This design comes from an exercise in tuning for small area and a short achievable clock period on the open sky130 flow, not from production work.
The RTL was checked by simulation tests, not by an equivalence proof against the original design.

== v9 ==
## groove_sample_scheduler
module groove_sample_scheduler #(
    parameter int DEPTH = 4
) (
    input  logic        clk,
    input  logic        reset,
    input  logic        sync_start,
    input  logic [31:0] sig_time,
    input  logic        dir,
    input  logic [31:0] afll_ltr,
    input  logic [31:0] afll_rtl,
    input  logic        pos_valid,
    output logic        pos_ready,
    input  logic [15:0] pos_in,
    output logic        fire,
    output logic [31:0] fire_time,
    output logic        missed,
    output logic        busy
);
Size: roughly 1,700 cells after synthesis, about 190 flip-flops, about 150 I/O pins, roughly 15,000 sq um of cells after synthesis.
clock: 9.0 ns
lec_check: 0
abc_area: 1
cap_margin: 20
core_margin: 2
core_utilization: 40
place_density: 0.8
setup_slack_margin: 4.8
slew_margin: 20
tns_end_percent: 100
standard.sh (not shown) runs the stock make flow with config.mk's settings and CLKGATE_MAP_FILE= SYNTH_SCRIPT=/design/flow/synth_recipe.tcl, a recipe that flattens the netlist after the stock synthesis.
==> flow/flow/run.sh <==
#!/bin/bash
# The standard layout (the standard.sh: ORFS synthesis, floorplan, power grid,
# placement, CTS and routing) with three changes:
#  - synthesis skips the generic ABC pass that Yosys's synth runs before the adder
#    extraction (SYNTH_ARGS=-noabc), so the full adders are extracted from the RTL's own
#    adder tree without inverters between them; the liberty-mapped ABC pass still runs,
#    and the registers are the same as the standard synthesis's;
#  - the port buffers are inserted as buf_1 cells rather than the larger cell the
#    resizer picks by default; timing repair still resizes them as needed;
#  - clock tree synthesis runs with ORFS's default arguments plus -dont_use_dummy_load.
set -euo pipefail
export SYNTH_ARGS="-noabc"
export BUFFER_PORTS_ARGS="-buffer_cell sky130_fd_sc_hd__buf_1"
export CTS_ARGS="-sink_clustering_enable -repair_clock_nets -dont_use_dummy_load"
bash standard.sh > standard.log 2>&1
The following lists how v20 was set up differently from v9:
--- a/flow/flow/run.sh
+++ b/flow/flow/run.sh
@@ -3 +3 @@
-# placement, CTS and routing) with three changes:
+# placement, CTS and routing) with two changes:
@@ -9,2 +9 @@
-#    resizer picks by default; timing repair still resizes them as needed;
-#  - clock tree synthesis runs with ORFS's default arguments plus -dont_use_dummy_load.
+#    resizer picks by default; timing repair still resizes them as needed.
@@ -14 +12,0 @@
-export CTS_ARGS="-sink_clustering_enable -repair_clock_nets -dont_use_dummy_load"
[summary]
On v20: register-to-register slack is 0.09 ns higher than what v9 gave. v20 ends up with a setup slack that is 0.0072 ns higher than in v9. Status: design area parity (v20, v9). Comparing v9 with v20, the global-route track usage on met1 came out essentially unchanged. The global-route total usage across every layer of v9 and that of v20 are within noise of each other. The end-of-flow core utilization on v20 is in line with that on v9. From v9 to v20 the numbers moved as follows: post-detailed-routing wire length saw a decrease.
Changes in v32 relative to v20:
# v20
export LEC_CHECK = 0
export ABC_AREA = 1
export CAP_MARGIN = 20
export CORE_MARGIN = 2
export CORE_UTILIZATION = 40
export PLACE_DENSITY = 0.8
export SETUP_SLACK_MARGIN = 4.8
export SLEW_MARGIN = 20
export TNS_END_PERCENT = 100
create_clock -name core_clock -period 9.0 [get_ports {clk}]
# v32
export LEC_CHECK = 0
export ABC_AREA = 1
export CAP_MARGIN = 20
export CORE_MARGIN = 2
export CORE_UTILIZATION = 60
export PLACE_DENSITY = 0.7
export SETUP_SLACK_MARGIN = 4.8
export SLEW_MARGIN = 20
export TNS_END_PERCENT = 100
create_clock -name core_clock -period 9.0 [get_ports {clk}]
Findings:
The lower wire length of the first global-routing pass of v20 and v32 is in v32.
In v32 relative to v20, post-cts gate resize count had gone up by more than 100%.
Number of setup violations in the final report came out exactly the same in v20 and v32.
Summary of v32 over v20: hold slack picked up an extra 0.016 ns.
Every stage of the flow completed for v32, and the final layout passed the timing, DRC and antenna checks.
Instance area at placement went down slightly going from v20 to v32.
## Diff of input files: v25 against v32
# v32
export LEC_CHECK = 0
export ABC_AREA = 1
export CAP_MARGIN = 20
export CORE_MARGIN = 2
export CORE_UTILIZATION = 60
export PLACE_DENSITY = 0.7
export SETUP_SLACK_MARGIN = 4.8
export SLEW_MARGIN = 20
export TNS_END_PERCENT = 100
create_clock -name core_clock -period 9.0 [get_ports {clk}]
# v25
export LEC_CHECK = 0
export ABC_AREA = 1
export CAP_MARGIN = 20
export CORE_MARGIN = 2
export CORE_UTILIZATION = 40
export GPL_TIMING_DRIVEN = 0
export PLACE_DENSITY = 0.8
export SETUP_SLACK_MARGIN = 4.8
export SLEW_MARGIN = 20
export TNS_END_PERCENT = 100
create_clock -name core_clock -period 9.0 [get_ports {clk}]
In the reports for v25 and v32, the smaller clock-buffer cell count belongs to v32. As far as number of setup violations in the final report goes, v32 and v25 are indistinguishable; the numbers are identical. Half-perimeter wire length of the detailed placement result grows by more than 10% when moving from v32 to v25. Between v25 and v32, the ratio of final minimum period to clock period does not differ in any meaningful way. The final layouts of v25 and v32 pass the timing, DRC and antenna checks. Sort v25 and v32 by detailed-route vias per instance desc -> top: v32. v25 against v32: area of all placed cells without fillers went up, sequential share of layout area went down, first-iteration DRC count went down, core utilization went down. v25 gives more count of non-CTS buffers in the layout than v32 did.
> inputs changed (v25 -> v53)
# v25
export LEC_CHECK = 0
export ABC_AREA = 1
export CAP_MARGIN = 20
export CORE_MARGIN = 2
export CORE_UTILIZATION = 40
export GPL_TIMING_DRIVEN = 0
export PLACE_DENSITY = 0.8
export SETUP_SLACK_MARGIN = 4.8
export SLEW_MARGIN = 20
export TNS_END_PERCENT = 100
create_clock -name core_clock -period 9.0 [get_ports {clk}]
# v53
export LEC_CHECK = 0
export ABC_AREA = 1
export CAP_MARGIN = 20
export CORE_MARGIN = 2
export CORE_UTILIZATION = 40
export SETUP_SLACK_MARGIN = 4.8
export SLEW_MARGIN = 20
export TNS_END_PERCENT = 100
create_clock -name core_clock -period 9.0 [get_ports {clk}]
Results
For data arrival at the endpoint of the critical path, v25 and v53 come out practically identical.
Re post-cts repair resize count: v53 is 62 down on v25.
v53 against v25: mean area per synthesized cell flat; count of input and output buffers +0.66%.

========
groove_sample_scheduler, a different RTL version from the one above (not shown whole).
Size in the first run: roughly 1400 cells after synthesis, about 190 flip-flops.
==> flow/design.v (excerpt) <==
module groove_sample_scheduler #(
    parameter int DEPTH = 4
) (
    input  logic        clk,
    input  logic        reset,
    input  logic        sync_start,
    input  logic [31:0] sig_time,
    input  logic        dir,
    input  logic [31:0] afll_ltr,
    input  logic [31:0] afll_rtl,
    input  logic        pos_valid,
    output logic        pos_ready,
    input  logic [15:0] pos_in,
    output logic        fire,
    output logic [31:0] fire_time,
    output logic        missed,
    output logic        busy
);
clock: 9.0 ns
lec_check: 0
abc_area: 1
cap_margin: 20
core_margin: 2
core_utilization: 40
place_density: 0.8
setup_slack_margin: 4.8
slew_margin: 20
tns_end_percent: 100
==> flow/flow/run.sh <==
#!/bin/bash
# The standard layout (the standard.sh: ORFS synthesis, floorplan, power grid,
# placement, CTS and routing) with two changes:
#  - synthesis skips the generic ABC pass that Yosys's synth runs before the adder
#    extraction (SYNTH_ARGS=-noabc), so the full adders are extracted from the RTL's own
#    adder tree without inverters between them; the liberty-mapped ABC pass still runs,
#    and the registers are the same as the standard synthesis's;
#  - the port buffers are inserted as buf_1 cells rather than the larger cell the
#    resizer picks by default; timing repair still resizes them as needed.
set -euo pipefail
export SYNTH_ARGS="-noabc"
export BUFFER_PORTS_ARGS="-buffer_cell sky130_fd_sc_hd__buf_1"
bash standard.sh > standard.log 2>&1
The first run finished with timing, DRC and antenna clean.
Change:
--- a/flow/config.mk
+++ b/flow/config.mk
@@ -13 +13 @@
-export SETUP_SLACK_MARGIN = 4.8
+export SETUP_SLACK_MARGIN = 5
@@ -15 +15 @@
-export TNS_END_PERCENT = 100
+export TNS_END_PERCENT = 10
Result: The changed run ran to the end with no violations; hold slack improves by 0.026 ns; cell area rose by about 1.4%; cell count does not change; clock skew hardly moves; routed wire length rose by about 6%; global-route usage rose by 0.78 points; worst setup slack improves by 0.048 ns; area after synthesis does not change; die area does not change.

========
groove_sample_scheduler with an RTL version that a note above also has.
Size: about 1700 cells after synthesis, ~150 I/O pins, about 0.015 mm2 of cells after synthesis.
export LEC_CHECK = 0
export ABC_AREA = 1
export CAP_MARGIN = 20
export CORE_MARGIN = 2
export CORE_UTILIZATION = 40
export PLACE_DENSITY = 0.8
export SETUP_SLACK_MARGIN = 4.8
export SLEW_MARGIN = 20
export TNS_END_PERCENT = 100
create_clock -name core_clock -period 9.0 [get_ports {clk}]
==> flow/flow/run.sh <==
#!/bin/bash
# The standard layout (the standard.sh: ORFS synthesis, floorplan, power grid,
# placement, CTS and routing) with three changes:
#  - synthesis skips the generic ABC pass that Yosys's synth runs before the adder
#    extraction (SYNTH_ARGS=-noabc), so the full adders are extracted from the RTL's own
#    adder tree without inverters between them; the liberty-mapped ABC pass still runs,
#    and the registers are the same as the standard synthesis's;
#  - the port buffers are inserted as buf_1 cells rather than the larger cell the
#    resizer picks by default; timing repair still resizes them as needed;
#  - flow/io.tcl keeps the sync_start and pos_ready pins side by side.
set -euo pipefail
export SYNTH_ARGS="-noabc"
export BUFFER_PORTS_ARGS="-buffer_cell sky130_fd_sc_hd__buf_1"
export IO_CONSTRAINTS="$PWD/flow/io.tcl"
bash standard.sh > standard.log 2>&1
==> flow/flow/io.tcl <==
# Keep the sync_start input and the pos_ready output, which sync_start drives through
# one gate, next to each other on the die's edge.
set_io_pin_constraint -group -order -pin_names {sync_start pos_ready}
The first run completed without violations.
Next try:
--- a/flow/flow/run.sh
+++ b/flow/flow/run.sh
@@ -3 +3 @@
-# placement, CTS and routing) with three changes:
+# placement, CTS and routing) with two changes:
@@ -9,2 +9 @@
-#    resizer picks by default; timing repair still resizes them as needed;
-#  - flow/io.tcl keeps the sync_start and pos_ready pins side by side.
+#    resizer picks by default; timing repair still resizes them as needed.
@@ -14 +12,0 @@
-export IO_CONSTRAINTS="$PWD/flow/io.tcl"
- SETUP_SLACK_MARGIN: 4.8 -> 4.6
removed: flow/flow/io.tcl
=>
- setup slack degrades by 0.20 ns
- maximum frequency decreases by a few percent
- area after synthesis stays the same
- die area is unchanged
- non-clock buffer count stays the same
- routed wire length decreases by a few percent
- count of clock-buffer cells in the layout increases by 1
- final area decreases by a few percent

## separate check: timing with driven ports
In the flow no input, the clock included, has a driving cell. The finished layouts below were timed again as built, in two steps.
Step 1, drivers: a clkbuf_16 drives clk and a buf_2 each remaining input, both assumed.
Step 2 times the ports against the registers' clock, not the clock port: input delays grow and output delays shrink by t, the midpoint of the rising clock arrivals with the driver on.
a / b / c = ideal / step 1 / step 2; a / b = the first two.
run	t, ns	setup slack, ns	cell pins on the clock port's net
v9	0.500	4.823 / 4.801 / 4.801	1
v20	0.514	4.830 / 4.800 / 4.800	1
v32	0.497	4.816 / 4.763 / 4.763	1
v25	0.522	4.816 / 4.769 / 4.769	1
v53	0.524	4.833 / 4.793 / 4.793	1
the first run of note 2	0.494	4.655 / 4.655 / 4.655	1
the second run of note 2	0.501	4.703 / 4.703 / 4.289	1
the first run of note 3	0.516	4.863 / 4.755 / 4.755	1
the second run of note 3	0.517	4.666 / 4.642 / 4.642	1
After both steps every run listed still meets setup and hold. For the second run of note 2, which loses most, drivers alone change the setup slack by 0.000 ns; drivers and shift together by -0.414 ns.
